Background: an optimization exercise with open tools, aiming at small area, a short achievable clock period and few clock cycles per item. Do not read the settings as production practice.
Where RTL was checked, it was by simulation tests only, not by an equivalence proof against the original.
For runs 1 to 7, only the layout was checked, not whether the RTL still works.
No activity file was given, so power comes from the tool's default toggle rates.

## flow/design.v

```verilog
`default_nettype none
package prefix_data_pkg;
	typedef logic signed [8-1:0] lane_t;
	typedef lane_t [8-1:0] block_t;
	function automatic logic [8-1:0] lane_add(
		input logic [8-1:0] a,
		input logic [8-1:0] b
	);
		logic [8-1:0] p;
		logic [8-1:0] gen;
		logic [8-1:0] prop;
		p = a ^ b;
		gen = a & b;
		prop = p;
		for (int s = 0; (1 << s) < 8; s++) begin
			for (int i = 8 - 1; i >= 0; i--) begin
				if ((i & (1 << s)) != 0) begin
					gen[i] = gen[i] | (prop[i] & gen[((i >> s) << s) - 1]);
					prop[i] = prop[i] & prop[((i >> s) << s) - 1];
				end
			end
		end
		lane_add = p ^ {gen[8-2:0], 1'b0};
	endfunction
endpackage
`default_nettype wire
`default_nettype none
package prefix_ctrl_pkg;
	typedef logic [32-1:0] tag_t;
endpackage
`default_nettype wire
`timescale 1ns/10ps
`default_nettype none
module pipe_control (
	input wire logic clk,
	input wire logic reset,
	input wire logic valid_in,
	input wire logic ready_in,
	input wire prefix_ctrl_pkg::tag_t tag_in,
	output logic enable,
	output logic ready_out,
	output logic busy,
	output logic valid_out,
	output prefix_ctrl_pkg::tag_t tag_out
);
	logic valid_q;
	prefix_ctrl_pkg::tag_t tag_q;
	assign enable = ready_in;
	assign ready_out = ready_in;
	always_ff @(posedge clk or posedge reset) begin
		if (reset) begin
			valid_q <= 1'b0;
		end else if (enable) begin
			valid_q <= valid_in;
		end
	end
	always_ff @(posedge clk) begin
		if (enable) begin
			tag_q <= tag_in;
		end
	end
	assign busy = valid_q;
	assign valid_out = valid_q;
	assign tag_out = tag_q;
endmodule
`default_nettype wire
`timescale 1ns/10ps
`default_nettype none
module prefix_layer #(
	parameter int SPAN = 1
) (
	input wire prefix_data_pkg::block_t sums_in,
	output prefix_data_pkg::block_t sums_out
);
	localparam int W = 8;
	logic [8*W-1:0] flat_in;
	logic [8*W-1:0] flat_next;
	assign flat_in = sums_in;
	for (genvar i = 0; i < 8; i++) begin : g_lane
		if ((i & SPAN) != 0) begin : g_add
			localparam int SRC = (i / (2 * SPAN)) * (2 * SPAN) + SPAN - 1;
			assign flat_next[i*W +: W] = prefix_data_pkg::lane_add(flat_in[i*W +: W], flat_in[SRC*W +: W]);
		end else begin : g_pass
			assign flat_next[i*W +: W] = flat_in[i*W +: W];
		end
	end
	assign sums_out = flat_next;
endmodule
`default_nettype wire
`timescale 1ns/10ps
`default_nettype none
module prefix_network (
	input wire logic clk,
	input wire logic enable,
	input wire prefix_data_pkg::block_t data_in,
	output prefix_data_pkg::block_t sums
);
	prefix_data_pkg::block_t layer_sums [0:3];
	prefix_data_pkg::block_t layer_in [0:3-1];
	prefix_data_pkg::block_t held;
	assign layer_sums[0] = data_in;
	for (genvar l = 0; l < 3; l++) begin : g_layer
		if (l == 3) begin : g_after_reg
			assign layer_in[l] = held;
		end else begin : g_chain
			assign layer_in[l] = layer_sums[l];
		end
		prefix_layer #(
			.SPAN(1 << l)
		) u_layer (
			.sums_in(layer_in[l]),
			.sums_out(layer_sums[l+1])
		);
	end
	always_ff @(posedge clk) begin
		if (enable) begin
			held <= layer_sums[3];
		end
	end
	if (3 == 3) begin : g_out_reg
		assign sums = held;
	end else begin : g_out_comb
		assign sums = layer_sums[3];
	end
endmodule
`default_nettype wire
`timescale 1ns/10ps
`default_nettype none
module prefix_adder_top (
	input wire logic clk,
	input wire logic reset,
	input wire logic valid_in,
	input wire logic ready_in,
	input wire prefix_ctrl_pkg::tag_t tag_in,
	input wire prefix_data_pkg::block_t data_in,
	output logic busy,
	output logic ready_out,
	output logic valid_out,
	output prefix_ctrl_pkg::tag_t tag_out,
	output prefix_data_pkg::block_t data_out
);
	logic enable;
	pipe_control u_control (
		.clk(clk),
		.reset(reset),
		.valid_in(valid_in),
		.ready_in(ready_in),
		.tag_in(tag_in),
		.enable(enable),
		.ready_out(ready_out),
		.busy(busy),
		.valid_out(valid_out),
		.tag_out(tag_out)
	);
	prefix_network u_network (
		.clk(clk),
		.enable(enable),
		.data_in(data_in),
		.sums(data_out)
	);
endmodule
`default_nettype wire
```

## flow/flow/run.sh

```bash
#!/bin/bash
# standard layout, synthesised without mapping adders onto the library's full/half adder cells
set -euo pipefail
bash standard.sh ADDER_MAP_FILE= finish > make_finish.log 2>&1
```

## flow/standard.sh

```bash
#!/bin/bash
# synth_recipe.tcl (not shown) runs the flow's synth.tcl, then flattens the netlist and writes it again
# the make line also repeats each setting of config.mk as NAME=value (left out here)
make -C /OpenROAD-flow-scripts/flow DESIGN_CONFIG=/design/flow/config.mk WORK_HOME=/design/flow/orfs CLKGATE_MAP_FILE= SYNTH_SCRIPT=/design/flow/synth_recipe.tcl "${@:-finish}"
```

## flow/config.mk

```make
export PLATFORM = sky130hd
export DESIGN_NAME = prefix_adder_top
export DESIGN_NICKNAME = prefix_adder_top
export VERILOG_FILES = /design/flow/design.v
export SDC_FILE = /design/flow/constraint.sdc
export NUM_CORES = 4
export LEC_CHECK = 0
export ABC_CLOCK_PERIOD_IN_PS = 1500
export CAP_MARGIN = 20
export CORE_MARGIN = 2
export CORE_UTILIZATION = 40
export SETUP_SLACK_MARGIN = 2.0
export SLEW_MARGIN = 20
```

## flow/constraint.sdc

```tcl
create_clock -name core_clock -period 4.0 [get_ports {clk}]
set_input_delay 0.8000 -clock core_clock [delete_from_list [all_inputs] [get_ports {clk}]]
set_output_delay 0.8000 -clock core_clock [all_outputs]
set_load 0.01 [all_outputs]
```

==> flow_summary.ini, run 1 <==
[timing]
period_share = 1.065
fin_skew_ps = 0
slew_headroom = 0.5632
final.setup.worst_slack_ps = -258.5
fin_hold_ws_ps = 538.3
finalCriticalPeriod_ps = 4259
slew_violations = 0
worst_pin_slew_ps = 655.1
setup_viol = 4
maxClockFrequency_mhz = 234.8
hold_violations = 0
grt_setup_unrepaired = true

[clocking]
clockBufferDepth = 2
numCtsBuffers = 9
clkTransAtPathRegs_ps = 70
clk_latency_ps = 360
htree_levels = 3
cts_root_buffer = clkbuf_16
tritoncts = built
clock_sinks = 97

[finish]
nFillCells = 887
syn2layout_area_growth_pct = 95.28
finish.instance_area_sq_um = 11390
layout.nets = 955
instances_no_fill = 1044
diodes = 0
fin_util = 0.7924
drive_gt1_frac = 0.5058

[placement]
portBuffers = 198
placed_area_sq_um = 9201
gp_congestion = 0.8522
hpwl_microns = 11520
place_inst = 956

[min_path]
min_path_type = reg -> reg
hp-start = u_control.valid_q$_DFFE_PP0P_
holdPathEnd = u_control.valid_q$_DFFE_PP0P_
hold_depth = 1

[synthesis]
synth_nets = 556
synthXorXnorAreaFrac = 0.2674
synth_top_area_frac = 0.4944
syn_area_sq_um = 5831
synthTopCellsByCount = xnor2_1, edfxtp_1, maj3_1
synthAdderAreaFrac = 0.09056
synth_edf_count = 96
synth.most_common_cell = xnor2_1
netlist_instances = 456
postSynth.asyncResetShare = 0.01031
yosysSeqAreaShare = 0.4987
synthTopCellsByArea = edfxtp_1, xnor2_1, maj3_1
synth-simple-area-share = 0.04785
synthFlopType = edfxtp_1
synth_cell_types = 55
synth_mux_area_frac = 0.003648
synth_compound_area_frac = 0.07082
synth_top_family_by_area = XOR/XNOR gates
synth_top_cell_by_area = edfxtp_1
avgSynthCellArea_sq_um = 12.79
ys_warn_count = 9
ys_ff_latch = 97

[floorplanning]
start_util = 0.4058
die-width_microns = 124.7
die_h_microns = 124.7
placementRows = 44
core_area_sq_um = 14370
dieArea_sq_um = 15560
io_pins = 199

[job]
cap_violations = 0

[global_routing]
grt_max_degree = 52
grt_overflow = 0
grt_usage = 0.2077
grt_pass1_wl_microns = 25680
grt_pass1_vias = 5044
antenna_found_initial = 0

[detailed_routing]
drt_iter0_drc = 268
first_pass_iters = 4
viasPerCell = 4.893
routedWlPerCell_microns = 16.51
ant_nets = 0
routed_wl_microns = 17240
dr_total_vias = 5108
drc_errors = 0

[outcome]
status = finished with violations
failed_checks = setup timing

[power]
p_leak_nw = 4.608
ir_drop_mv = 0.2958
powerDensity_nw_per_um2 = 631.6

[worst_setup_path]
startpoint = data_in[16]
r2r_start = u_control.valid_q$_DFFE_PP0P_
r2r_cells = 1
r2r_setup_slack_ps = 3240
critPathLaunchType = input pin
cp.required_ps = 4100
reg2reg_to = u_control.valid_q$_DFFE_PP0P_
worstSetupPathType = in -> reg
crit_fanout = 6
crit_path_end_kind = flop
worstPathArrival_ps = 4360
-- logic make-up (layout without fill, tap and decap cells) --
kind of cell,Yosys count,count (layout)
flip-flops,97,97
XOR/XNOR,165,165
buffers and inverters,29,433
multiplexers,2,2
AO/OA/AOI/OAI,54,54
AND/OR/NAND/NOR,58,58
adder cells (fa/ha/maj),51,51
-- power breakdown --
| group | total, mW | switching [mW] | internal [mW] |
|---|---|---|---|
| Combinational | 4.66 | 1.99 | 2.68 |
| Clock | 0.910 | 0.414 | 0.496 |
| Sequential | 1.62 | 0.0630 | 1.55 |
-- routing by layer --
layer,global-route usage,vias up,part of all wire
met4,0.06015,0,0.014
met5,0,-,0
met1,0.2667,2471,0.41
li1,-,2440,-
met2,0.3568,179,0.51
met3,0.04124,18,0.059
-- worst max-delay path by stage --
stage / cells past startpoint / endpoint / slack, ps
after floorplan: 14 / u_network.held[63]$_DFFE_PP_ / -400
after global placement: 15 / u_network.held[63]$_DFFE_PP_ / -900
after detailed placement: 15 / u_network.held[63]$_DFFE_PP_ / -970
after CTS: 16 / u_network.held[63]$_DFFE_PP_ / -240
after global routing: 17 / u_network.held[63]$_DFFE_PP_ / -370
final: 17 / u_network.held[63]$_DFFE_PP_ / -260
-- placed cells by master (no fill, tap or decap), types with 3 or more instances in the layout --
cell,n
a2111oi_4,3
a31oi_2,3
a31oi_4,3
and2_4,3
buf_2,3
buf_4,124
buf_6,82
buf_8,8
clkbuf_16,9
clkdlybuf4s50_1,74
dlygate4sd2_1,103
edfxtp_1,96
inv_1,8
inv_2,6
maj3_1,9
maj3_2,41
nand2_1,16
nand2_2,3
nor2_1,13
nor2_2,3
o2111ai_2,3
o211ai_1,3
o21a_1,3
o21ai_0,3
xnor2_1,56
xnor2_2,53
xnor2_4,26
xor2_1,14
xor2_2,12
-- registers in the layout, indices dropped and copies added, names as in the netlist --
signal,cells
u_control.tag_q,32
u_network.held,64
u_control.valid_q,1
-- timing repair --
action                     4_1_cts  5_1_grt
cloned                           1        0
hold buffers                     0        0
pin swaps                      112       78
setup buffers                   39       32
setup endpoints to repair      151       49
resized for setup              372       89
-- final cells by class --
| class | count | area, sq um | area share |
|---|---|---|---|
| multi-input cells | 330 | 4172 | 0.3664 |
| clock buffers | 10 | 229.0 | 0.02011 |
| clock inverters | 6 | 76.32 | 0.006703 |
| repair buffers | 401 | 3706 | 0.3255 |
| inverters | 16 | 65.06 | 0.005714 |
| flip-flops and latches | 97 | 2908 | 0.2554 |
| well taps | 184 | 230.2 | 0.02022 |
-- critical path: stages --
cell and delay, ps:
buf_6 100, buf_6 120, and4_1 180, a211oi_2 280, xor2_2 200, inv_2 120, a31oi_4 180, o32ai_4 120
maj3_2 330, maj3_2 340, maj3_2 330, maj3_2 350, buf_4 160, a2111oi_4 360, nor4_2 90, o21a_1 120
xnor3_1 170
-- stage by stage --
| stage | setup slack (ps) | setup TNS, ps | total power, mW |
|---|---|---|---|
| 6_report | -258.5 | -518.0 | 7.191 |
| 3_5_place_dp | -965.9 | -9188 | 5.030 |
| 3_3_place_gp | -901.1 | -8264 | 4.974 |
| 4_1_cts | -238.1 | -343.4 | 6.653 |
| 2_1_floorplan | -396.9 | -874.0 | 3.553 |
| 5_1_grt | -369.4 | -952.4 | 7.547 |
==> run 2: changes to the inputs <==
==> flow/flow/run.sh (replaced) <==
#!/bin/bash
# standard layout, synthesised without mapping adders onto the library's full/half adder cells,
# and with the smallest buffer on each port (repair still resizes it where timing needs)
set -euo pipefail
bash standard.sh ADDER_MAP_FILE= "BUFFER_PORTS_ARGS=-buffer_cell sky130_fd_sc_hd__buf_1" finish > make_finish.log 2>&1
==> run 2 against run 1 <==
The layout still fails its checks (setup timing). Via count down 6.7%. Critical endpoint is now u_network.held[39]$_DFFE_PP_. Global-route usage shrank 2.1 points. Largest cell class unchanged. Clock skew did not move. First-iteration DRC count fell by 25%.
==> flow_summary.ini, run 2 <==
[outcome]
status = finished with violations
failed_checks = setup timing

[synthesis]
ys_ff_latch = 97
synthTopCellsByArea = edfxtp_1, xnor2_1, maj3_1
synth_top_area_frac = 0.4944
synth_top_cell_by_area = edfxtp_1
ys_warn_count = 9
syn_area_sq_um = 5831
synth_edf_count = 96
postSynth.asyncResetShare = 0.01031
synthFlopType = edfxtp_1
avgSynthCellArea_sq_um = 12.79
synth.most_common_cell = xnor2_1
yosysSeqAreaShare = 0.4987
netlist_instances = 456
synth_cell_types = 55
synthTopCellsByCount = xnor2_1, edfxtp_1, maj3_1
synth_nets = 556

[floorplanning]
dieArea_sq_um = 15560
die-width_microns = 124.7
start_util = 0.4058
core_area_sq_um = 14370
io_pins = 199
placementRows = 44
die_h_microns = 124.7

[power]
ir_drop_mv = 0.3268
powerDensity_nw_per_um2 = 683.5
report.power.total_mw = 6.397
p_leak_nw = 3.496

[detailed_routing]
drc_errors = 0
ant_nets = 0
routed_wl_microns = 14640
viasPerCell = 4.761
routedWlPerCell_microns = 14.62
dr_total_vias = 4766
drt_iter0_drc = 200
first_pass_iters = 4

[worst_setup_path]
cp_common_cell = maj3_2
cp.required_ps = 4110
crit_path_end_kind = flop
crit_fanout = 6
critPathLaunchType = input pin
r2r_cells = 1
slowest_stage = xnor3_2
worstSetupPathType = in -> reg
max_stage_delay_ps = 450
reg2reg_to = u_control.valid_q$_DFFE_PP0P_
startpoint = data_in[16]
crit_chain = buf_6 > xnor3_2 > xor2_4 > buf_6 > buf_6 > buf_6 > inv_4 > and2_4 > maj3_2 > maj3_2 > maj3_2 > maj3_2 > maj3_2 > maj3_2 > xnor2_2 > xnor2_1
worstPathArrival_ps = 4300
r2r_start = u_control.valid_q$_DFFE_PP0P_
r2r_setup_slack_ps = 3240
cpLargestDelayFamily = adder cells
timing.critical_path.buf_inv = 5

[finish]
drive_gt1_frac = 0.4154
largest_reg_flops = 64
mostFrequentLayoutCell = buf_1
top_regs = u_network.held x64, u_control.tag_q x32, u_control.valid_q x1
finish.instance_area_sq_um = 9359
instances_no_fill = 1001
layout.nets = 911
top_register = u_network.held
syn2layout_area_growth_pct = 60.52
layout_common_cells = buf_1, buf_4, edfxtp_1

[placement]
hpwl_microns = 11080
gp_congestion = 0.8277
placed_area_sq_um = 7931
portBuffers = 198
place_inst = 951

[timing]
worst_pin_slew_ps = 509.9
grt_setup_unrepaired = true
fin_hold_ws_ps = 239.9
fin_skew_ps = 0
hold_violations = 0
slew_headroom = 0.6601
slew_violations = 0
period_share = 1.047
finalCriticalPeriod_ps = 4188
setup_viol = 4
final.setup.worst_slack_ps = -187.9
maxClockFrequency_mhz = 238.8

[clocking]
clk_latency_ps = 350
clockBufferDepth = 2
htree_levels = 3
clock_sinks = 97
tritoncts = built
numCtsBuffers = 9
cts_root_buffer = clkbuf_16
clkTransAtPathRegs_ps = 70

[global_routing]
grt_overflow = 0
antenna_found_initial = 2
grt_pass1_wl_microns = 22970
grt_max_degree = 33
grt_usage = 0.1862
grt_pass1_vias = 4662

[job]
cap_violations = 0

[min_path]
min_path_type = in -> async
-- run 2: final cells by class --
type | count | area [sq um]
clock inverters | 7 | 91.34
inverters | 16 | 67.56
flip-flops and latches | 97 | 2908
diodes | 1 | 2.502
clock buffers | 9 | 225.2
fillers | 1119 | 5010
well taps | 184 | 230.2
repair buffers | 357 | 2158
multi-input cells | 330 | 3676
-- run 2: per-layer routing --
| layer | part of all wire | global-route usage | vias up | wire (microns) |
|---|---|---|---|---|
| li1 | - | - | 2350 | - |
| met1 | 0.42 | 0.2228 | 2228 | 6115 |
| met2 | 0.49 | 0.3198 | 164 | 7217 |
| met3 | 0.071 | 0.05670 | 22 | 1034 |
| met4 | 0.017 | 0.06147 | 2 | 256 |
| met5 | 0.00089 | 0 | - | 13 |
-- run 2: metrics by stage --
step / util / TNS, ps / worst slack [ps]
finish: 0.6513 / -509.2 / -187.9
global route: 0.6512 / -1474 / -351.2
CTS: 0.6159 / -293.0 / -157.2
detailed placement: 0.5520 / -3915 / -669.1
global placement: 0.5520 / -2840 / -514.1
floorplan: - / -874.0 / -396.9
-- run 2: kinds of logic after synthesis --
logic type      after synthesis  share of synthesized area
xor+xnor                    165                     0.2674
flops                        97                     0.4987
simple gates                 58                    0.04786
compound gates               54                    0.07082
fa+ha+maj                    51                    0.09056
buf+inv                      29                    0.02103
mux                           2                   0.003648
-- run 2: how the worst max path moves through the flow --
stage	slack [ps]	endpoint	cells past startpoint
detailed placement	-670	u_network.held[63]$_DFFE_PP_	14
CTS	-160	u_network.held[63]$_DFFE_PP_	16
global placement	-510	u_network.held[63]$_DFFE_PP_	14
global route	-350	u_network.held[63]$_DFFE_PP_	16
floorplan	-400	u_network.held[63]$_DFFE_PP_	14
finish	-190	u_network.held[39]$_DFFE_PP_	16
-- run 2: timing repair --
item,CTS,global route
cloned,2,0
hold buffers,0,0
setup buffers,15,16
pin swaps,47,22
endpoints found under the setup margin,49,49
gates resized for setup,93,72
endpoints found under the hold margin,0,0
-- run 2: where the power goes --
group          switching [mW]  total, mW  internal, mW  leakage [nW]
clock network           0.407      0.905         0.498         0.150
registers              0.0698       1.62          1.56         0.951
logic                    1.74       3.87          2.12          2.39
==> run 3: changes to the inputs <==
--- a/flow/config.mk
+++ b/flow/config.mk
@@ -5,7 +5,7 @@
 export SDC_FILE = /design/flow/constraint.sdc
 export NUM_CORES = 4
 export LEC_CHECK = 0
-export ABC_CLOCK_PERIOD_IN_PS = 1500
+export ABC_CLOCK_PERIOD_IN_PS = 300
 export CAP_MARGIN = 20
 export CORE_MARGIN = 2
 export CORE_UTILIZATION = 40
==> run 3 against run 2 <==
The layout still fails its checks (setup timing). Worst setup slack stayed put. Largest cell class unchanged. Clock power hardly changed. Worst hold slack stayed put. Clock-buffer cell count stayed put. Final area stayed put. Clock skew stayed put. Sequential power hardly changed. First-iteration DRC count stayed put. Highest routed layer unchanged. Synthesized area stayed put. Power stayed put. Via count stayed put.
==> flow_summary.ini, run 3 <==
[outcome]
status = finished with violations
failed_checks = setup timing

[finish]
top_regs = u_network.held x64, u_control.tag_q x32, u_control.valid_q x1
drive_gt1_frac = 0.4154
layout.nets = 911
syn2layout_area_growth_pct = 60.52
instances_no_fill = 1001
mostFrequentLayoutCell = buf_1
top_register = u_network.held
fin_util = 0.6513
finish.instance_area_sq_um = 9359
layout_common_cells = buf_1, buf_4, edfxtp_1
largest_reg_flops = 64

[timing]
period_share = 1.047
slew_headroom = 0.6601
maxClockFrequency_mhz = 238.8
fin_skew_ps = 0
worst_pin_slew_ps = 509.9
tns_ps = -509.2
grt_setup_unrepaired = true
hold_violations = 0
final.setup.worst_slack_ps = -187.9
slew_violations = 0
setup_viol = 4
finalCriticalPeriod_ps = 4188

[min_path]
min_path_type = in -> async

[detailed_routing]
ant_nets = 0
drc_errors = 0
routed_wl_microns = 14640
dr_total_vias = 4766
drt_iter0_drc = 200
first_pass_iters = 4
routedWlPerCell_microns = 14.62
viasPerCell = 4.761

[power]
power_frac_seq = 0.254
report.power.total_mw = 6.397
p_clk_frac = 0.141
switching_share = 0.3470
ir_drop_mv = 0.3268
power_switching_mw = 2.220
p_leak_nw = 3.496
combPwrFrac = 0.605
powerDensity_nw_per_um2 = 683.5
p_int_mw = 4.177

[floorplanning]
die-width_microns = 124.7
io_pins = 199
placementRows = 44
dieArea_sq_um = 15560
core_area_sq_um = 14370
start_util = 0.4058
die_h_microns = 124.7

[clocking]
clockBufferDepth = 2
cts_root_buffer = clkbuf_16
clkTransAtPathRegs_ps = 70
clk_latency_ps = 350
hold_buffers = 0
numCtsBuffers = 9
htree_levels = 3
clock_sinks = 97
tritoncts = built

[worst_setup_path]
crit_fanout = 6
critPathLaunchType = input pin
crit_path_end_kind = flop
worstPathArrival_ps = 4300
r2r_start = u_control.valid_q$_DFFE_PP0P_
r2r_cells = 1
r2r_setup_slack_ps = 3240
worstSetupPathType = in -> reg
cp.required_ps = 4110
reg2reg_to = u_control.valid_q$_DFFE_PP0P_

[global_routing]
grt_pass1_vias = 4662
grtUsageMet1 = 0.2228
top_usage_layer = met2
grtUsageMet2 = 0.3198
grt_pass1_wl_microns = 22970
grtUsageMet3 = 0.05670
grt_usage = 0.1862
grt_max_degree = 33
antenna_found_initial = 2
grt_overflow = 0

[synthesis]
ys_ff_latch = 97
synth_nets = 556
synthFlopType = edfxtp_1
postSynth.asyncResetShare = 0.01031
synthAdderAreaFrac = 0.09056
synth_edf_count = 96
synth_top_family_by_area = XOR/XNOR gates
synth_mux_area_frac = 0.003648
synth_compound_area_frac = 0.07082
synth_cell_types = 55
ys_warn_count = 9
yosysSeqAreaShare = 0.4987
synthXorXnorAreaFrac = 0.2674
netlist_instances = 456
avgSynthCellArea_sq_um = 12.79
synth_top_area_frac = 0.4944
synthTopCellsByArea = edfxtp_1, xnor2_1, maj3_1
synth-simple-area-share = 0.04785
syn_area_sq_um = 5831
synth.most_common_cell = xnor2_1
synthTopCellsByCount = xnor2_1, edfxtp_1, maj3_1
synth_top_cell_by_area = edfxtp_1

[placement]
hpwl_microns = 11080
gp_congestion = 0.8277
portBuffers = 198
placed_area_sq_um = 7931
place_inst = 951

[job]
cap_violations = 0
run 3: kinds of logic (layout without fill, tap and decap cells):
kind of cell,Yosys count,count (layout)
flops,97,97
mux,2,2
simple gates,58,58
other cells,0,1
buf+inv,29,389
xor+xnor,165,165
compound gates,54,54
fa+ha+maj,51,51
run 3: power groups by stage:
stage                     Combinational (mW)  Clock [mW]  Sequential, mW
after global placement                  2.96           0            1.64
after CTS                               3.50       0.933            1.63
after detailed placement                3.03           0            1.65
after floorplan                         1.77           0            1.78
after global routing                    4.16       0.972            1.66
final                                   3.87       0.905            1.62
run 3: timing repair:
| item | in CTS | in global routing |
|---|---|---|
| gates resized for setup | 93 | 72 |
| cloned | 2 | 0 |
| buffers inserted | 15 | 16 |
| endpoints found under the setup margin | 49 | 49 |
| pin swaps | 47 | 22 |
run 3: how the worst max path moves through the flow:
stage,start,to,depth (start not counted)
after global routing,data_in[16],u_network.held[63]$_DFFE_PP_,16
after floorplan,data_in[8],u_network.held[63]$_DFFE_PP_,14
after detailed placement,data_in[16],u_network.held[63]$_DFFE_PP_,14
after CTS,data_in[8],u_network.held[63]$_DFFE_PP_,16
final,data_in[16],u_network.held[39]$_DFFE_PP_,16
after global placement,data_in[16],u_network.held[63]$_DFFE_PP_,14
run 3: cell type report:
class,count,area [sq um]
multi-input cells,330,3676
inverters,16,67.56
repair buffers,357,2158
fillers,1119,5010
diodes,1,2.502
flip-flops and latches,97,2908
clock inverters,7,91.34
well taps,184,230.2
clock buffers,9,225.2
run 3: metal layers:
metal  wire [microns]  part of all wire
met3             1034             0.071
met1             6115              0.42
met5               13           0.00089
met2             7217              0.49
met4              256             0.017
run 3: critical path, cell delays in order:
cell     delay (ps)
buf_6            90
xnor3_2         450
xor2_4          260
buf_6           130
buf_6            80
buf_6            80
inv_4            30
and2_4          130
maj3_2          320
maj3_2          340
maj3_2          330
maj3_2          330
maj3_2          310
maj3_2          340
xnor2_2         160
xnor2_1         120
run 3: stage by stage:
step	hold WS [ps]	setup WS (ps)
after global placement	509.3	-514.1
after detailed placement	535.3	-669.1
final	239.9	-187.9
after floorplan	528.7	-396.9
after CTS	225.5	-157.2
after global routing	242.5	-351.2
==> run 4: changes to the inputs <==
--- a/flow/config.mk
+++ b/flow/config.mk
@@ -5,7 +5,7 @@
 export SDC_FILE = /design/flow/constraint.sdc
 export NUM_CORES = 4
 export LEC_CHECK = 0
-export ABC_CLOCK_PERIOD_IN_PS = 300
+export ABC_CLOCK_PERIOD_IN_PS = 800
 export CAP_MARGIN = 20
 export CORE_MARGIN = 2
 export CORE_UTILIZATION = 40
==> run 4 against run 3 <==
The layout still fails its checks (setup timing). Core utilization is the same. Clock skew is the same. Non-clock buffer count is the same. Sequential power is essentially flat.
==> flow_summary.ini, run 4 <==
[finish]
top_regs = u_network.held x64, u_control.tag_q x32, u_control.valid_q x1
syn2layout_area_growth_pct = 60.52
layout.nets = 911
fin_util = 0.6513
finish.instance_area_sq_um = 9359
mostFrequentLayoutCell = buf_1
drive_gt1_frac = 0.4154
top_register = u_network.held
layout_common_cells = buf_1, buf_4, edfxtp_1
largest_reg_flops = 64

[outcome]
failed_checks = setup timing
status = finished with violations

[global_routing]
antenna_found_initial = 2
grt_pass1_vias = 4662
grt_usage = 0.1862
grt_overflow = 0
grt_pass1_wl_microns = 22970
grt_max_degree = 33

[power]
power_frac_seq = 0.254
power_switching_mw = 2.220
p_clk_frac = 0.141
p_int_mw = 4.177
switching_share = 0.3470
ir_drop_mv = 0.3268
powerDensity_nw_per_um2 = 683.5
combPwrFrac = 0.605
p_leak_nw = 3.496
report.power.total_mw = 6.397

[synthesis]
yosysSeqAreaShare = 0.4987
synth_cell_types = 55
synth.most_common_cell = xnor2_1
synthFlopType = edfxtp_1
synth_top_cell_by_area = edfxtp_1
synthTopCellsByArea = edfxtp_1, xnor2_1, maj3_1
ys_warn_count = 9
avgSynthCellArea_sq_um = 12.79
netlist_instances = 456
synth_edf_count = 96
synthTopCellsByCount = xnor2_1, edfxtp_1, maj3_1
synth_nets = 556
syn_area_sq_um = 5831
ys_ff_latch = 97
postSynth.asyncResetShare = 0.01031
synth_top_area_frac = 0.4944

[worst_setup_path]
cpLargestDelayFamily = adder cells
timing.critical_path.buf_inv = 5
crit_chain = buf_6 > xnor3_2 > xor2_4 > buf_6 > buf_6 > buf_6 > inv_4 > and2_4 > maj3_2 > maj3_2 > maj3_2 > maj3_2 > maj3_2 > maj3_2 > xnor2_2 > xnor2_1
max_stage_delay_ps = 450
worstSetupPathType = in -> reg
crit_fanout = 6
critPathLaunchType = input pin
cp.required_ps = 4110
cp_common_cell = maj3_2
slowest_stage = xnor3_2
worstPathArrival_ps = 4300
crit_path_end_kind = flop

[placement]
hpwl_microns = 11080
pre_cts_ws_ps = -669.1
portBuffers = 198
gp_congestion = 0.8277
placed_area_sq_um = 7931

[floorplanning]
die_h_microns = 124.7
io_pins = 199
placementRows = 44
die-width_microns = 124.7
core_area_sq_um = 14370
start_util = 0.4058
dieArea_sq_um = 15560

[clocking]
htree_levels = 3
clock_sinks = 97
tritoncts = built
clockBufferDepth = 2
clk_latency_ps = 350
hold_buffers = 0
clkTransAtPathRegs_ps = 70
numCtsBuffers = 9
cts_root_buffer = clkbuf_16

[detailed_routing]
drc_errors = 0
ant_nets = 0
viasPerCell = 4.761
dr_total_vias = 4766
first_pass_iters = 4
routed_wl_microns = 14640
drt_iter0_drc = 200
routedWlPerCell_microns = 14.62

[timing]
final.setup.worst_slack_ps = -187.9
finalCriticalPeriod_ps = 4188
fin_skew_ps = 0
maxClockFrequency_mhz = 238.8
fin_hold_ws_ps = 239.9
worst_pin_slew_ps = 509.9
period_share = 1.047
grt_setup_unrepaired = true
setup_viol = 4
slew_violations = 0
hold_violations = 0
slew_headroom = 0.6601

[job]
cap_violations = 0

[min_path]
min_path_type = in -> async
## run 4: cell counts after synthesis
No cell type changed its count.
## run 4: timing repair
action | in CTS | in global routing
pin swaps | 47 | 22
gates resized for setup | 93 | 72
endpoints found under the hold margin | 0 | 0
setup endpoints to repair | 49 | 49
setup buffers | 15 | 16
gates cloned | 2 | 0
## run 4: power groups by stage
stage	registers (mW)	clock network (mW)	logic, mW
2_1_floorplan	1.78	0	1.77
3_3_place_gp	1.64	0	2.96
3_5_place_dp	1.65	0	3.03
4_1_cts	1.63	0.933	3.50
5_1_grt	1.66	0.972	4.16
6_report	1.62	0.905	3.87
## run 4: layout make-up
class                           instances  area, sq um
Clock buffer                            9        225.2
Clock inverter                          7        91.34
Sequential cell                        97         2908
Timing Repair Buffer                  357         2158
Fill cell                            1119         5010
Tap cell                              184        230.2
Antenna cell                            1        2.502
Multi-Input combinational cell        330         3676
Inverter                               16        67.56
## run 4: final timing paths
path                                                    start                            end  slack (ps)  cells past startpoint
max in group asynchronous                               reset  u_control.valid_q$_DFFE_PP0P_        3670                      2
worst min-delay path                                    reset  u_control.valid_q$_DFFE_PP0P_         240                      2
worst min register to register  u_control.valid_q$_DFFE_PP0P_  u_control.valid_q$_DFFE_PP0P_         540                      1
worst max-delay path                              data_in[16]   u_network.held[39]$_DFFE_PP_        -190                     16
worst max register to register  u_control.valid_q$_DFFE_PP0P_  u_control.valid_q$_DFFE_PP0P_        3240                      1
min in group core_clock         u_control.valid_q$_DFFE_PP0P_  u_control.valid_q$_DFFE_PP0P_         540                      1
## run 4: stage by stage
step | instances | TNS [ps]
floorplan | 456 | -874.0
global placement | 951 | -2840
detailed placement | 951 | -3915
CTS | 984 | -293.0
global route | 1000 | -1474
finish | 1001 | -509.2
## run 4: cells by family (layout without fill, tap and decap cells)
logic type | Yosys count | in the layout | share of synthesized area
xor gates and xnor gates | 165 | 165 | 0.2674
DFF | 97 | 97 | 0.4987
and+or+nand+nor | 58 | 58 | 0.04786
AOI/OAI and AO/OA | 54 | 54 | 0.07082
adders and majority gates | 51 | 51 | 0.09056
buffers and inverters | 29 | 389 | 0.02103
muxes | 2 | 2 | 0.003648
other | 0 | 1 | 0
## run 4: per-layer routing
layer,vias up,wire length [microns],global-route usage
met2,164,7217,0.3198
met4,2,256,0.06147
met3,22,1034,0.05670
met1,2228,6115,0.2228
met5,-,13,0
li1,2350,-,-
==> run 5: changes to the inputs <==
--- a/flow/design.v
+++ b/flow/design.v
@@ -95,33 +95,64 @@
 	input wire prefix_data_pkg::block_t data_in,
 	output prefix_data_pkg::block_t sums
 );
-	prefix_data_pkg::block_t layer_sums [0:3];
-	prefix_data_pkg::block_t layer_in [0:3-1];
-	prefix_data_pkg::block_t held;
-	assign layer_sums[0] = data_in;
-	for (genvar l = 0; l < 3; l++) begin : g_layer
-		if (l == 3) begin : g_after_reg
-			assign layer_in[l] = held;
-		end else begin : g_chain
-			assign layer_in[l] = layer_sums[l];
+	localparam int W = 8;
+	localparam int N = 8;
+	localparam int H = N / 2;
+	localparam int J = 4;
+	prefix_data_pkg::block_t layer1;
+	prefix_data_pkg::block_t layer2;
+	prefix_layer #(.SPAN(1)) u_layer1 (.sums_in(data_in), .sums_out(layer1));
+	prefix_layer #(.SPAN(2)) u_layer2 (.sums_in(layer1), .sums_out(layer2));
+	logic [N*W-1:0] flat2;
+	assign flat2 = layer2;
+	logic [N*W-1:0] next_sums;
+	logic [H-1:0] next_carry;
+	logic [N*W-1:0] held_sums;
+	logic [H-1:0] held_carry;
+	assign next_sums[H*W-1:0] = flat2[H*W-1:0];
+	for (genvar i = H; i < N; i++) begin : g_upper
+		if (J == 0) begin : g_none
+			assign next_sums[i*W +: W] = flat2[i*W +: W];
+			assign next_carry[i-H] = 1'b0;
+		end else if (J >= W) begin : g_all
+			assign next_sums[i*W +: W] = flat2[i*W +: W] + flat2[(H-1)*W +: W];
+			assign next_carry[i-H] = 1'b0;
+		end else begin : g_part
+			logic [J:0] low;
+			assign low = {1'b0, flat2[i*W +: J]} + {1'b0, flat2[(H-1)*W +: J]};
+			assign next_sums[i*W +: W] = {flat2[i*W+J +: W-J], low[J-1:0]};
+			assign next_carry[i-H] = low[J];
 		end
-		prefix_layer #(
-			.SPAN(1 << l)
-		) u_layer (
-			.sums_in(layer_in[l]),
-			.sums_out(layer_sums[l+1])
-		);
 	end
 	always_ff @(posedge clk) begin
 		if (enable) begin
-			held <= layer_sums[3];
+			held_sums <= next_sums;
 		end
 	end
-	if (3 == 3) begin : g_out_reg
-		assign sums = held;
-	end else begin : g_out_comb
-		assign sums = layer_sums[3];
+	if (J > 0 && J < W) begin : g_carry_reg
+		always_ff @(posedge clk) begin
+			if (enable) begin
+				held_carry <= next_carry;
+			end
+		end
+	end else begin : g_no_carry
+		assign held_carry = '0;
 	end
+	logic [N*W-1:0] flat_out;
+	assign flat_out[H*W-1:0] = held_sums[H*W-1:0];
+	for (genvar i = H; i < N; i++) begin : g_finish
+		if (J == 0) begin : g_none
+			assign flat_out[i*W +: W] = held_sums[i*W +: W] + held_sums[(H-1)*W +: W];
+		end else if (J >= W) begin : g_all
+			assign flat_out[i*W +: W] = held_sums[i*W +: W];
+		end else begin : g_part
+			assign flat_out[i*W +: W] = {
+				held_sums[i*W+J +: W-J] + held_sums[(H-1)*W+J +: W-J] + (W-J)'(held_carry[i-H]),
+				held_sums[i*W +: J]
+			};
+		end
+	end
+	assign sums = flat_out;
 endmodule
 `default_nettype wire
 `timescale 1ns/10ps
==> flow/flow/run.sh (replaced) <==
#!/bin/bash
# Layout flow: the standard layout (standard.sh) with three changes, all in synthesis
# mapping or port buffering; registers, floorplan, power grid, CTS and routing are standard.
#  - synthesis runs synth_recipe.tcl unchanged, through flow/synth_wrap.tcl, which only swaps
#    the ABC script that maps the combinational logic for flow/abc_fast.script
#  - ADDER_MAP_FILE is empty, so adders are not frozen into full/half adder cells before ABC
#  - port buffers start as buf_1; repair resizes them where timing needs it
# Each make run's full output goes to a log file in the work folder.
set -euo pipefail
WORK=$(pwd)
bash standard.sh \
	SYNTH_SCRIPT="$WORK/flow/synth_wrap.tcl" \
	ADDER_MAP_FILE= \
	"BUFFER_PORTS_ARGS=-buffer_cell sky130_fd_sc_hd__buf_1" \
	finish > "$WORK/make_finish.log" 2>&1
==> flow/flow/abc_fast.script (new file) <==
strash
dch
map -D 500
topo
upsize
dnsize
==> flow/flow/synth_wrap.tcl (new file) <==
# The standard flow's synthesis script, with the ABC script for combinational mapping swapped
set flow_dir [file dirname [file normalize [info script]]]
set fast_abc_script [file join $flow_dir abc_fast.script]
proc abc {args} {
	set i [lsearch -exact $args -script]
	if { $i >= 0 } {
		lset args [expr {$i + 1}] $::fast_abc_script
	}
	puts "synth_wrap: abc {*}$args"
	yosys abc {*}$args
}
source [file join [file dirname $flow_dir] synth_recipe.tcl]
--- a/flow/config.mk
+++ b/flow/config.mk
@@ -5,7 +5,6 @@
 export SDC_FILE = /design/flow/constraint.sdc
 export NUM_CORES = 4
 export LEC_CHECK = 0
-export ABC_CLOCK_PERIOD_IN_PS = 800
 export CAP_MARGIN = 20
 export CORE_MARGIN = 2
 export CORE_UTILIZATION = 40
==> run 5 against run 4 <==
Now clean on timing, DRC and antenna. Worst hold slack better by 0.61 ps. Synthesized area increased by 24%. Flip-flop and latch count up 4. Die area up 23%. Clock power decreased by 4.4%. Register-to-register slack got worse by 30 ps. Sequential share of layout area decreased by 3.5 points. Maximum frequency is 58% higher. Combinational power decreased by about 40%. Synthesized cell count is 87% higher. Power is 27% lower. Largest power group unchanged.
==> flow_summary.ini, run 5 <==
[outcome]
status = complete, no violations

[finish]
nFillCells = 1523
diodes = 0
drive_gt1_frac = 0.4147
largest_reg_flops = 64
top_regs = u_network.held_sums x64, u_control.tag_q x32, u_network.held_carry x4
layout_common_cells = buf_1, nand2_1, edfxtp_1
mostFrequentLayoutCell = buf_1
syn2layout_area_growth_pct = 51.82
top_register = u_network.held_sums
layout.nets = 1210

[timing]
tns_ps = 0
worst_pin_slew_ps = 519.5
grt_setup_unrepaired = true
maxClockFrequency_mhz = 376.5
slew_violations = 0
slew_headroom = 0.6512
hold_violations = 0
fin_hold_ws_ps = 240.5
finalCriticalPeriod_ps = 2656
setup_viol = 0
period_share = 0.6640
fin_skew_ps = 0

[floorplanning]
dieArea_sq_um = 19150
die_h_microns = 138.4
start_util = 0.4048
placementRows = 49
core_area_sq_um = 17840
die-width_microns = 138.4
io_pins = 199

[min_path]
min_path_type = in -> async

[detailed_routing]
routed.top_layer = met4
first_pass_iters = 4
routed_wl_microns = 20480
ant_nets = 0
wl_met2_microns = 10250
wl_met3_microns = 960
drt_iter0_drc = 272
met1Wirelength_microns = 8771
dr_total_vias = 6780
drc_errors = 0
routedWlPerCell_microns = 15.25
viasPerCell = 5.048

[synthesis]
synth_edf_count = 100
syn_area_sq_um = 7222
synth_cell_types = 54
ys_ff_latch = 101
synth_nets = 954
ys_warn_count = 4
synth_top_cell_by_area = edfxtp_1
synth.most_common_cell = nand2_1
synth_top_area_frac = 0.4158
synthFlopType = edfxtp_1
yosysSeqAreaShare = 0.4193
avgSynthCellArea_sq_um = 8.457
synthTopCellsByCount = nand2_1, edfxtp_1, clkinv_1
postSynth.asyncResetShare = 0.009901
netlist_instances = 854
synthTopCellsByArea = edfxtp_1, nand2_1, buf_4

[worst_setup_path]
worstSetupPathType = reg -> out
crit_path_end_kind = output pin
cp.required_ps = 3200
critPathLaunchType = flop
crit_fanout = 8
worstPathArrival_ps = 1860

[global_routing]
grt_pass1_vias = 6465
grt_usage = 0.2031
antenna_found_initial = 1
grt_max_degree = 57
grt_overflow = 0
grt_pass1_wl_microns = 31520

[power]
powerDensity_nw_per_um2 = 424.2
p_leak_nw = 4.479
ir_drop_mv = 0.2277

[placement]
hpwl_microns = 13850
gp_congestion = 0.8432
portBuffers = 198

[job]
cap_violations = 0

[clocking]
tritoncts = built
clockBufferDepth = 2
clkTransAtPathRegs_ps = 70
hold_buffers = 0
htree_levels = 3
clk_latency_ps = 350
cts_root_buffer = clkbuf_16
numCtsBuffers = 9
clock_sinks = 101
run 5: where the power goes:
group          internal [mW]  total [mW]  switching [mW]
logic                   1.03        2.31            1.29
registers               1.39        1.47          0.0858
clock network          0.433       0.865           0.433
total                   2.85        4.65            1.80
run 5: critical path, stage by stage (launching register included):
cell,delay (ps)
edfxtp_1,530
maj3_2,400
a21oi_4,180
a21oi_2,80
xor2_1,160
buf_2,150
run 5: layout make-up:
type                            count  area, sq um  area share
Tap cell                          229        286.5     0.02613
Clock inverter                      6        57.56    0.005249
Clock buffer                        9        225.2     0.02054
Multi-Input combinational cell    617         5042      0.4599
Sequential cell                   101         3028      0.2762
Timing Repair Buffer              295         1936      0.1765
Inverter                           86        389.1     0.03549
run 5: worst paths after layout:
check / startpoint / endpoint / slack (ps) / cells past startpoint
max in group asynchronous: reset / u_control.valid_q$_DFFE_PP0P_ / 3680 / 2
worst max-delay path: u_network.held_sums[28]$_DFFE_PP_ / data_out[63] / 1340 / 5
worst max register to register: u_control.valid_q$_DFFE_PP0P_ / u_control.valid_q$_DFFE_PP0P_ / 3210 / 1
worst min register to register: u_control.valid_q$_DFFE_PP0P_ / u_control.valid_q$_DFFE_PP0P_ / 590 / 1
min in group core_clock: u_control.valid_q$_DFFE_PP0P_ / u_control.valid_q$_DFFE_PP0P_ / 590 / 1
worst min-delay path: reset / u_control.valid_q$_DFFE_PP0P_ / 240 / 2
run 5: per-layer routing:
layer / vias to the layer above / GRT usage
met1: 3127 / 0.2576
li1: 3411 / -
met2: 202 / 0.3583
met4: 0 / 0.05961
met5: - / 0
met3: 40 / 0.03221
run 5: kinds of logic after synthesis:
| logic type | share of synthesized area |
|---|---|
| xor gates and xnor gates | 0.08957 |
| AOI/OAI and AO/OA | 0.1076 |
| buffers and inverters | 0.09667 |
| and+or+nand+nor | 0.2798 |
| muxes | 0.001559 |
| adders and majority gates | 0.005544 |
| DFF | 0.4193 |
run 5: repair_timing:
item	CTS	global route
setup endpoints to repair	59	55
hold endpoints to repair	0	0
setup buffers	60	35
resized for setup	238	129
pin swaps	117	112
gates cloned	1	0
run 5: per-stage QoR:
stage	power, mW	cell area, sq um	instances	worst slack, ps	util
final	4.651	10960	1343	1344	0.6146
after global routing	4.924	10960	1343	1267	0.6146
after CTS	4.423	10200	1308	1318	0.5715
after detailed placement	3.139	8566	1232	1063	0.4801
after global placement	3.127	8566	1232	1088	0.4801
after floorplan	2.760	7888	854	1676	-
==> run 6: changes to the inputs <==
--- a/flow/design.v
+++ b/flow/design.v
@@ -98,7 +98,7 @@
 	localparam int W = 8;
 	localparam int N = 8;
 	localparam int H = N / 2;
-	localparam int J = 4;
+	localparam int J = 0;
 	prefix_data_pkg::block_t layer1;
 	prefix_data_pkg::block_t layer2;
 	prefix_layer #(.SPAN(1)) u_layer1 (.sums_in(data_in), .sums_out(layer1));
==> run 6 against run 5 <==
Maximum frequency shrank 13%. Critical path depth is 5 higher. Combinational power decreased by 8%. Cell count shrank 5.0%. Worst hold slack worse by 9.5 ps. Flip-flop and latch count shrank 4. Power shrank 4.9%. Register-to-register slack better by 20 ps. Clock power is 3.8% higher. Via count decreased by 9.3%. Worst setup slack worse by 390 ps. Highest routed layer is now met5.
==> flow_summary.ini, run 6 <==
[outcome]
status = complete, no violations

[synthesis]
netlist_instances = 793
synth_edf_count = 96
ys_ff_latch = 97
synth.most_common_cell = nand2_1
synthTopCellsByArea = edfxtp_1, nand2_1, xor2_1
avgSynthCellArea_sq_um = 8.460
synth_cell_types = 49
synth_top_cell_by_area = edfxtp_1
ys_warn_count = 4
synth_top_area_frac = 0.4297
yosysSeqAreaShare = 0.4334
synthTopCellsByCount = nand2_1, nor2_1, edfxtp_1
postSynth.asyncResetShare = 0.01031
syn_area_sq_um = 6709
synth_nets = 893
synthFlopType = edfxtp_1

[finish]
layout_common_cells = buf_1, nand2_1, edfxtp_1
mostFrequentLayoutCell = buf_1
drive_gt1_frac = 0.3759
diodes = 0
top_regs = u_network.held_sums x64, u_control.tag_q x32, u_control.valid_q x1
instances_no_fill = 1276
multiInputGateArea_sq_um = 4382
layout.nets = 1151
largest_reg_flops = 64
syn2layout_area_growth_pct = 48.71
regArea_sq_um = 2908
top_register = u_network.held_sums
nFillCells = 1428

[timing]
slew_violations = 0
period_share = 0.7619
hold_violations = 0
slew_headroom = 0.7009
tns_ps = 0
setup_viol = 0
worst_pin_slew_ps = 448.6
grt_setup_unrepaired = true
final.setup.worst_slack_ps = 952.2
fin_skew_ps = 0
finalCriticalPeriod_ps = 3048
maxClockFrequency_mhz = 328.1

[floorplanning]
die-width_microns = 133.5
core_area_sq_um = 16470
io_pins = 199
placementRows = 47
start_util = 0.4074
die_h_microns = 133.5
dieArea_sq_um = 17820

[detailed_routing]
viasPerCell = 4.821
dr_total_vias = 6151
routed_wl_microns = 18020
routedWlPerCell_microns = 14.13
drt_iter0_drc = 256
drc_errors = 0
first_pass_iters = 4
ant_nets = 0

[worst_setup_path]
worstPathArrival_ps = 2250
cp_common_cell = buf_6
crit_fanout = 5
max_stage_delay_ps = 410
worstSetupPathType = reg -> out
timing.critical_path.buf_inv = 4
reg2reg_to = u_control.valid_q$_DFFE_PP0P_
critPathLaunchType = flop
crit_path_end_kind = output pin
r2r_cells = 1
cp.required_ps = 3200
r2r_setup_slack_ps = 3230
slowest_stage = edfxtp_1
cp.depth = 10
crit_chain = buf_6 > nor2_4 > o21ai_4 > maj3_2 > a21oi_4 > o21ai_2 > buf_4 > buf_6 > xor2_1 > buf_2
cpLargestDelayFamily = buffers and inverters
r2r_start = u_control.valid_q$_DFFE_PP0P_

[job]
cap_violations = 0

[clocking]
numCtsBuffers = 9
clock_sinks = 97
clockBufferDepth = 2
tritoncts = built
hold_buffers = 0
clkTransAtPathRegs_ps = 80
htree_levels = 3
cts_root_buffer = clkbuf_16
clk_latency_ps = 360

[placement]
gp_congestion = 0.8118
pre_cts_ws_ps = 1133
place_inst = 1179
hpwl_microns = 12580
portBuffers = 198

[global_routing]
grt_pass1_wl_microns = 27720
grt_usage = 0.1970
grt_pass1_vias = 5774
antenna_found_initial = 1
grt_max_degree = 36
grt_overflow = 0

[power]
p_leak_nw = 4.022
powerDensity_nw_per_um2 = 443.1
ir_drop_mv = 0.3151
report.power.total_mw = 4.421

[min_path]
min_path_type = in -> async
## run 6: cell count changes in the layout (fill, tap and decap cells not counted), sizes merged, moves of 12 or more
cell / delta
nor2: +32
nand3: -14
inv: -13
clkinv: +17
nand4: -18
xor2: +12
buf: -12
nand2: -37
## run 6: worst max path at each step
stage,startpoint,endpoint
after detailed placement,u_network.held_sums[24]$_DFFE_PP_,data_out[39]
after global placement,u_network.held_sums[24]$_DFFE_PP_,data_out[39]
after CTS,u_network.held_sums[24]$_DFFE_PP_,data_out[63]
after floorplan,u_network.held_sums[24]$_DFFE_PP_,data_out[39]
final,u_network.held_sums[25]$_DFFE_PP_,data_out[53]
after global routing,u_network.held_sums[24]$_DFFE_PP_,data_out[39]
## run 6: cell type report
cell class | instances | share of cell area
multi-input combinational | 572 | 0.4392
sequential | 97 | 0.2914
timing repair buffer | 281 | 0.1752
inverter | 90 | 0.03574
tap | 220 | 0.02759
clock buffer | 9 | 0.02257
clock inverter | 7 | 0.008277
## run 6: layer usage
layer	global-route usage	vias to the layer above	wire [microns]	part of all wire
met4	0.06501	2	333	0.018
li1	-	3161	-	-
met2	0.3557	120	9536	0.53
met5	0	-	13	0.00072
met3	0.03158	25	709	0.039
met1	0.2398	2843	7430	0.41
## run 6: cell families after synthesis
family,count (synthesis),synth area share
and+or+nand+nor,397,0.2613
buffers and inverters,124,0.08840
DFF,97,0.4334
AOI/OAI and AO/OA,91,0.09213
xor gates and xnor gates,81,0.1201
adders and majority gates,2,0.002984
muxes,1,0.001678
## run 6: timing repair
item / in CTS / in global routing
setup endpoints to repair: 52 / 54
gates resized for setup: 186 / 121
gates cloned: 1 / 0
endpoints found under the hold margin: 0 / 0
pin swaps: 94 / 82
buffers inserted: 48 / 32
## run 6: power breakdown
part	switching [mW]	leakage, nW	internal [mW]
clock	0.450	0.148	0.449
combinational	1.15	2.92	0.979
sequential	0.0975	0.951	1.30
total	1.70	4.02	2.72
## run 6: stage by stage
stage | hold WS, ps | instance area (sq um) | utilization
floorplan | 522.8 | 7223 | -
global placement | 529.8 | 8005 | 0.4862
detailed placement | 537.4 | 8005 | 0.4862
CTS | 224.6 | 9240 | 0.5612
global route | 229.2 | 9977 | 0.6059
finish | 231.0 | 9977 | 0.6059
==> run 7: changes to the inputs <==
--- a/flow/design.v
+++ b/flow/design.v
@@ -98,7 +98,7 @@
 	localparam int W = 8;
 	localparam int N = 8;
 	localparam int H = N / 2;
-	localparam int J = 0;
+	localparam int J = 7;
 	prefix_data_pkg::block_t layer1;
 	prefix_data_pkg::block_t layer2;
 	prefix_layer #(.SPAN(1)) u_layer1 (.sums_in(data_in), .sums_out(layer1));
==> run 7 against run 6 <==
Still clean on timing, DRC and antenna. Cell count is 5.2% higher. Flip-flop and latch count increased by 4. Maximum frequency is 2.5% higher. Die area grew 12%. Non-clock buffer count rose by 26. Worst setup slack gained 75 ps. Global-route usage is 0.43 points lower. Clock-buffer cell count is 1 higher. Final area is 14% higher.
==> flow_summary.ini, run 7 <==
[outcome]
status = complete, no violations

[finish]
finish.instance_area_sq_um = 11360
top_regs = u_network.held_sums x64, u_control.tag_q x32, u_network.held_carry x4
top_register = u_network.held_sums
mostFrequentLayoutCell = buf_1
syn2layout_area_growth_pct = 51.33
largest_reg_flops = 64
drive_gt1_frac = 0.4458
layout.nets = 1203
fin_util = 0.6117
diodes = 0
layout_common_cells = buf_1, nand2_1, edfxtp_1

[synthesis]
synthTopCellsByCount = nand2_1, edfxtp_1, nor2_1
synth_top_cell_by_area = edfxtp_1
yosysSeqAreaShare = 0.4032
synth.most_common_cell = nand2_1
postSynth.asyncResetShare = 0.009901
synth_cell_types = 61
synthTopCellsByArea = edfxtp_1, nand2_1, buf_4
ys_warn_count = 4
netlist_instances = 846
avgSynthCellArea_sq_um = 8.877
synth_top_area_frac = 0.3999
syn_area_sq_um = 7510
synthFlopType = edfxtp_1
ys_ff_latch = 101
synth_edf_count = 100
synth_nets = 946

[min_path]
min_path_type = in -> async

[clocking]
tritoncts = built
clockBufferDepth = 2
numCtsBuffers = 9
clk_latency_ps = 350
clock_sinks = 101
cts_root_buffer = clkbuf_16
hold_buffers = 0
htree_levels = 3
clkTransAtPathRegs_ps = 70

[global_routing]
antenna_found_initial = 0
grt_pass1_wl_microns = 30730
grt_overflow = 0
grt_pass1_vias = 6392
grt_usage = 0.1927
grt_max_degree = 46

[placement]
hpwl_microns = 14360
placed_area_sq_um = 8481
portBuffers = 198
gp_congestion = 0.8689

[worst_setup_path]
reg2reg_to = u_control.valid_q$_DFFE_PP0P_
r2r_setup_slack_ps = 3250
cpLargestDelayFamily = simple AND/OR/NAND/NOR gates
crit_path_end_kind = flop
crit_fanout = 5
crit_chain = buf_2 > nor2_4 > o21ai_4 > buf_6 > buf_6 > a211oi_4 > o21ai_4 > buf_12 > nand4_4 > nand2_4 > nand3_4 > nand4_1 > nand2_2 > a21oi_4 > o22ai_1 > nand2_1
r2r_cells = 1
slowest_stage = a211oi_4
startpoint = data_in[25]
cp.depth = 16
max_stage_delay_ps = 330
r2r_start = u_control.valid_q$_DFFE_PP0P_
worstPathArrival_ps = 3080
timing.critical_path.buf_inv = 4
worstSetupPathType = in -> reg
cp.required_ps = 4110
critPathLaunchType = input pin
crit_path_end = u_network.held_sums[46]$_DFFE_PP_

[detailed_routing]
first_pass_iters = 5
viasPerCell = 5.177
ant_nets = 0
routed_wl_microns = 21140
drc_errors = 0
dr_total_vias = 6948
routedWlPerCell_microns = 15.75
drt_iter0_drc = 266

[floorplanning]
start_util = 0.4042
dieArea_sq_um = 19890
core_area_sq_um = 18580
placementRows = 50
die-width_microns = 141.0
io_pins = 199
die_h_microns = 141.0

[job]
cap_violations = 0

[power]
ir_drop_mv = 0.2631
powerDensity_nw_per_um2 = 456.1
p_leak_nw = 4.397

[timing]
finalCriticalPeriod_ps = 2973
setup_viol = 0
hold_violations = 0
fin_hold_ws_ps = 233.2
maxClockFrequency_mhz = 336.4
fin_skew_ps = 0
slew_headroom = 0.5730
worst_pin_slew_ps = 640.5
slew_violations = 0
period_share = 0.7432
grt_setup_unrepaired = true
tns_ps = 0
[run 7: how the worst min path moves through the flow]
stage | endpoint | slack, ps | cells after the start
floorplan | u_control.valid_q$_DFFE_PP0P_ | 520 | 1
global placement | u_control.valid_q$_DFFE_PP0P_ | 510 | 1
detailed placement | u_control.valid_q$_DFFE_PP0P_ | 520 | 1
CTS | u_control.valid_q$_DFFE_PP0P_ | 220 | 2
global route | u_control.valid_q$_DFFE_PP0P_ | 220 | 2
finish | u_control.valid_q$_DFFE_PP0P_ | 230 | 2
[run 7: cell type report]
type | instances | area, sq um
Inverter | 67 | 260.3
Clock inverter | 6 | 55.05
Timing Repair Buffer | 307 | 1949
Multi-Input combinational cell | 617 | 5550
Sequential cell | 101 | 3028
Tap cell | 234 | 292.8
Clock buffer | 10 | 229.0
Fill cell | 1495 | 7216
[run 7: metrics by stage]
stage | worst slack [ps] | cells | total power, mW
final | 1027 | 1342 | 5.184
after global routing | 931.0 | 1342 | 5.469
after CTS | 1228 | 1299 | 4.822
after detailed placement | 601.5 | 1218 | 3.448
after global placement | 624.3 | 1218 | 3.436
after floorplan | 1266 | 846 | 3.115
[run 7: timing repair]
action | CTS | global route
resized for setup | 249 | 153
pin swaps | 99 | 102
setup endpoints to repair | 48 | 50
gates cloned | 1 | 1
endpoints found under the hold margin | 0 | 0
buffers inserted | 64 | 42
[run 7: layer usage]
| metal | track usage | routed length, microns | vias to the layer above | share of wire |
|---|---|---|---|---|
| li1 | - | - | 3443 | - |
| met1 | 0.2445 | 8976 | 3262 | 0.42 |
| met2 | 0.3309 | 10590 | 209 | 0.50 |
| met3 | 0.03397 | 1057 | 34 | 0.050 |
| met4 | 0.06947 | 514 | 0 | 0.024 |
| met5 | 0 | 0 | - | 0 |
[run 7: cell families after synthesis]
group / Yosys count / synth area share
AND/OR/NAND/NOR: 400 / 0.2716
AO/OA/AOI/OAI: 147 / 0.1451
buffers and inverters: 129 / 0.09547
flip-flops: 101 / 0.4032
XOR/XNOR: 68 / 0.08314
multiplexers: 1 / 0.001499
[run 7: power breakdown]
group | total (mW) | internal [mW] | switching (mW)
Sequential | 1.56 | 1.47 | 0.0863
Clock | 0.862 | 0.435 | 0.427
Combinational | 2.76 | 1.18 | 1.59
Total | 5.18 | 3.08 | 2.10
==> run 8: changes to the inputs <==
--- a/flow/design.v
+++ b/flow/design.v
@@ -98,7 +98,7 @@
 	localparam int W = 8;
 	localparam int N = 8;
 	localparam int H = N / 2;
-	localparam int J = 7;
+	localparam int J = 6;
 	prefix_data_pkg::block_t layer1;
 	prefix_data_pkg::block_t layer2;
 	prefix_layer #(.SPAN(1)) u_layer1 (.sums_in(data_in), .sums_out(layer1));
==> run 8 against run 7 <==
Final area shrank 7.6%. Worst setup slack gained 310 ps. Critical path depth shrank 4. Via count shrank 3.1%. Largest cell class unchanged.
==> flow_summary.ini, run 8 <==
[worst_setup_path]
cpLargestDelayFamily = simple AND/OR/NAND/NOR gates
crit_path_end_kind = flop
worstPathArrival_ps = 2770
critPathLaunchType = input pin
max_stage_delay_ps = 300
timing.critical_path.buf_inv = 1
crit_chain = buf_4 > or2_2 > nand4_1 > nand4_1 > nand3_2 > nand4_1 > nand2_1 > nand2_4 > a21boi_4 > o21ai_2 > a21oi_1 > o21ai_1
cp_common_cell = nand4_1
worstSetupPathType = in -> reg
crit_fanout = 8
slowest_stage = or2_2
cp.required_ps = 4100

[synthesis]
synth_top_cell_by_area = edfxtp_1
synthTopCellsByCount = nand2_1, edfxtp_1, nor2_1
synth_top_area_frac = 0.4112
ys_warn_count = 4
synth_cell_types = 53
synthFlopType = edfxtp_1
ys_ff_latch = 101
synth_edf_count = 100
synthTopCellsByArea = edfxtp_1, nand2_1, buf_4
syn_area_sq_um = 7302
postSynth.asyncResetShare = 0.009901
synth_nets = 961
avgSynthCellArea_sq_um = 8.481
yosysSeqAreaShare = 0.4147
netlist_instances = 861
synth.most_common_cell = nand2_1

[timing]
setup_viol = 0
maxClockFrequency_mhz = 374.9
slew_violations = 0
fin_skew_ps = 0
period_share = 0.6669
hold_violations = 0
finalCriticalPeriod_ps = 2667
grt_setup_unrepaired = true
tns_ps = 0
slew_headroom = 0.5520
worst_pin_slew_ps = 672.0

[floorplanning]
die_h_microns = 139.1
placementRows = 49
start_util = 0.4065
io_pins = 199
die-width_microns = 139.1
core_area_sq_um = 17960
dieArea_sq_um = 19350

[finish]
finish.instance_area_sq_um = 10500
top_regs = u_network.held_sums x64, u_control.tag_q x32, u_network.held_carry x4
instances_no_fill = 1324
mostFrequentLayoutCell = buf_1
nFillCells = 1577
largest_reg_flops = 64
syn2layout_area_growth_pct = 43.75
diodes = 0
layout.nets = 1190
top_register = u_network.held_sums
drive_gt1_frac = 0.3781
layout_common_cells = buf_1, nand2_1, edfxtp_1

[placement]
place_inst = 1232
placed_area_sq_um = 8195
gp_congestion = 0.8663
portBuffers = 198
hpwl_microns = 14240

[global_routing]
antenna_found_initial = 0
grt_overflow = 0
grt_pass1_wl_microns = 30890
grt_pass1_vias = 6396
grt_usage = 0.1963
grt_max_degree = 55

[job]
cap_violations = 0

[detailed_routing]
dr_total_vias = 6734
first_pass_iters = 5
drt_iter0_drc = 315
viasPerCell = 5.086
ant_nets = 0
routed_wl_microns = 19580
routedWlPerCell_microns = 14.79
drc_errors = 0

[clocking]
cts_root_buffer = clkbuf_16
clock_sinks = 101
clk_latency_ps = 350
htree_levels = 3
clockBufferDepth = 2
tritoncts = built
clkTransAtPathRegs_ps = 70
numCtsBuffers = 9

[power]
p_leak_nw = 4.121
powerDensity_nw_per_um2 = 450.6
report.power.total_mw = 4.730
ir_drop_mv = 0.2890

[min_path]
min_path_type = in -> async

[outcome]
status = complete, no violations
## run 8: cell types whose count changed after synthesis, sizes merged, moves of 6 or more
cell and change:
clkinv +26, nor2 +16, inv -7, nand3 +10, xor2 -16, xnor3 +6
## run 8: layout make-up
class / count / area (sq um) / area share
well taps: 229 / 286.5 / 0.02730
repair buffers: 273 / 1556 / 0.1483
multi-input cells: 619 / 4982 / 0.4747
clock buffers: 10 / 239.0 / 0.02277
inverters: 86 / 350.3 / 0.03338
flip-flops and latches: 101 / 3028 / 0.2885
clock inverters: 6 / 53.80 / 0.005126
## run 8: timing repair
action | in CTS | in global routing
hold buffers | 0 | 0
pin swaps | 94 | 66
endpoints found under the setup margin | 53 | 52
gates cloned | 1 | 2
buffers inserted | 52 | 21
gates resized for setup | 270 | 109
## run 8: power by group
group	switching [mW]	internal, mW	total, mW
clock	0.412	0.450	0.862
combinational	1.37	0.961	2.33
sequential	0.0954	1.44	1.54
## run 8: metal layers
layer	vias up	track usage	share of wire
met2	172	0.3472	0.51
met5	-	0	0
li1	3392	-	-
met3	17	0.03522	0.047
met1	3153	0.2501	0.43
met4	0	0.04678	0.011
## run 8: metrics by stage
step / hold WS, ps / util / setup WS (ps)
3_3_place_gp: 511.6 / 0.4562 / 753.0
6_report: 236.1 / 0.5843 / 1333
5_1_grt: 238.9 / 0.5843 / 1204
3_5_place_dp: 531.6 / 0.4562 / 719.6
4_1_cts: 228.4 / 0.5493 / 1398
2_1_floorplan: 522.8 / - / 1351
## run 8: worst paths after layout
check | end | startpoint | depth (start not counted) | slack, ps
worst max register to register | u_control.valid_q$_DFFE_PP0P_ | u_control.valid_q$_DFFE_PP0P_ | 1 | 3240
worst min register to register | u_control.valid_q$_DFFE_PP0P_ | u_control.valid_q$_DFFE_PP0P_ | 1 | 540
min in group core_clock | u_control.valid_q$_DFFE_PP0P_ | u_control.valid_q$_DFFE_PP0P_ | 1 | 540
worst max-delay path | u_network.held_carry[3]$_DFFE_PP_ | data_in[49] | 12 | 1330
worst min-delay path | u_control.valid_q$_DFFE_PP0P_ | reset | 2 | 240
max in group asynchronous | u_control.valid_q$_DFFE_PP0P_ | reset | 2 | 3680
## run 8: cells by family after synthesis
logic type / after synthesis / synth area share
simple gates: 426 / 0.2709
buf+inv: 144 / 0.1038
compound gates: 128 / 0.1225
flops: 101 / 0.4147
xor+xnor: 60 / 0.08516
mux: 1 / 0.001542
fa+ha+maj: 1 / 0.001371
Testbench counts of run 8, summed over its fixed seeds: cycles 2,056, items 2,048.
==> run 9: changes to the inputs <==
--- a/flow/config.mk
+++ b/flow/config.mk
@@ -7,6 +7,6 @@
 export LEC_CHECK = 0
 export CAP_MARGIN = 20
 export CORE_MARGIN = 2
-export CORE_UTILIZATION = 40
-export SETUP_SLACK_MARGIN = 2.0
+export CORE_UTILIZATION = 60
+export SETUP_SLACK_MARGIN = 1.4
 export SLEW_MARGIN = 20
==> run 9 against run 8 <==
Worst setup slack worse by 140 ps. Final area down 5.9%. Power down 3.3%. Combinational power down 6%. Via count up 4.0%. Critical path depth up 2. Critical path type unchanged.
==> flow_summary.ini, run 9 <==
[placement]
gp_congestion = 0.8839
place_inst = 1149
pre_cts_ws_ps = 771.0
hpwl_microns = 12230
portBuffers = 198

[detailed_routing]
viasPerCell = 5.656
routed_wl_microns = 19580
dr_total_vias = 7002
first_pass_iters = 5

[floorplanning]
core_area_sq_um = 11960
start_util = 0.6105
placementRows = 40
io_pins = 199
die-width_microns = 114.3

[synthesis]
ys_warn_count = 4
avgSynthCellArea_sq_um = 8.481
synth_cell_types = 53
synthTopCellsByCount = nand2_1, edfxtp_1, nor2_1
synth_nets = 961
ys_ff_latch = 101
synthTopCellsByArea = edfxtp_1, nand2_1, buf_4
syn_area_sq_um = 7302
yosysSeqAreaShare = 0.4147
synth.most_common_cell = nand2_1
postSynth.asyncResetShare = 0.009901

[finish]
diodes = 0
nFillCells = 712
drive_gt1_frac = 0.3071
layout_common_cells = buf_1, nand2_1, edfxtp_1
instances_no_fill = 1238
largest_reg_flops = 64
top_register = u_network.held_sums

[worst_setup_path]
startpoint = data_in[17]
critPathLaunchType = input pin
r2r_start = u_control.valid_q$_DFFE_PP0P_
crit_path_end_kind = flop
worstPathArrival_ps = 2930
r2r_setup_slack_ps = 3240
cp.required_ps = 4120
crit_path_end = u_network.held_carry[2]$_DFFE_PP_

[clocking]
clock_sinks = 101
cts_root_buffer = clkbuf_16
htree_levels = 3
clockBufferDepth = 2

[timing]
finalCriticalPeriod_ps = 2809
period_share = 0.7022
final.setup.worst_slack_ps = 1191
maxClockFrequency_mhz = 356.0
slew_violations = 0
worst_pin_slew_ps = 641.6
setup_viol = 0
slew_headroom = 0.5723
tns_ps = 0

[global_routing]
grt_max_degree = 57
top_usage_layer = met2
grtUsageMet2 = 0.4202
grtUsageMet3 = 0.04129
antenna_found_initial = 0
grt_usage = 0.2577
grt_pass1_wl_microns = 26750
grtUsageMet1 = 0.3516

[power]
powerDensity_nw_per_um2 = 463.4
p_int_mw = 2.756
combPwrFrac = 0.479
ir_drop_mv = 0.2512
switching_share = 0.3976
report.power.total_mw = 4.575
power_frac_seq = 0.334

[min_path]
min_path_type = in -> async

[outcome]
status = complete, no violations

[job]
cap_violations = 0
## run 9: cell counts after synthesis
No cell type changed its count.
## run 9: final cells by class
type                    count  area, sq um  area share
multi-input cells         619         4578      0.4637
well taps                 147        183.9     0.01863
clock buffers              11        242.7     0.02458
repair buffers            269         1478      0.1497
clock inverters             5        35.03    0.003548
flip-flops and latches    101         3028      0.3067
inverters                  86        327.8     0.03320
## run 9: critical path: stages
cell	delay [ps]
buf_6	100
nor2_4	40
buf_4	130
o21ai_4	190
nand2_4	110
nand2_1	110
nand2_2	100
nand4_4	170
nand4_1	200
nand3_4	200
nand4_1	260
nand2_2	220
o21ai_2	90
a21o_1	190
## run 9: kinds of logic (layout without fill, tap and decap cells)
| logic type | after synthesis | count (layout) | synth area share |
|---|---|---|---|
| AOI/OAI and AO/OA | 128 | 128 | 0.1225 |
| xor gates and xnor gates | 60 | 60 | 0.08516 |
| adders and majority gates | 1 | 1 | 0.001371 |
| muxes | 1 | 1 | 0.001542 |
| and+or+nand+nor | 426 | 429 | 0.2709 |
| DFF | 101 | 101 | 0.4147 |
| buffers and inverters | 144 | 371 | 0.1038 |
## run 9: power groups by stage
stage,Sequential (mW),Clock [mW],Combinational (mW)
global placement,1.55,0,1.58
finish,1.53,0.854,2.19
floorplan,1.53,0,1.32
global route,1.55,0.877,2.38
CTS,1.53,0.847,1.74
detailed placement,1.55,0,1.61
## run 9: metrics by stage
step	area, sq um	utilization
3_3_place_gp	7974	0.6666
3_5_place_dp	7974	0.6666
4_1_cts	8635	0.7219
6_report	9873	0.8254
5_1_grt	9873	0.8254
2_1_floorplan	7458	-
## run 9: how the worst min path moves through the flow
stage                                  startpoint                       endpoint  slack [ps]
detailed placement  u_control.valid_q$_DFFE_PP0P_  u_control.valid_q$_DFFE_PP0P_         530
global placement    u_control.valid_q$_DFFE_PP0P_  u_control.valid_q$_DFFE_PP0P_         510
finish                                      reset  u_control.valid_q$_DFFE_PP0P_         230
floorplan                                   reset  u_control.valid_q$_DFFE_PP0P_         520
global route                                reset  u_control.valid_q$_DFFE_PP0P_         240
CTS                                         reset  u_control.valid_q$_DFFE_PP0P_         230
## run 9: timing repair
action	4_1_cts	5_1_grt
hold buffers	0	0
buffers inserted	15	55
gates resized for setup	68	228
cloned	2	1
pin swaps	24	111
setup endpoints to repair	25	25
## run 9: layer usage
metal  share of wire  vias up
met5               0        -
met4           0.023        0
li1                -     3387
met1            0.41     3288
met3           0.061       36
met2            0.50      291

Re-timed with assumed drivers on the ports (clkbuf_16 on the clock, buf_2 on other inputs), run 9 has 1.185 ns of setup slack against 1.191 ns with ideal ports, and 0.778 ns once port delays also move by the mid clock arrival of 0.407 ns.
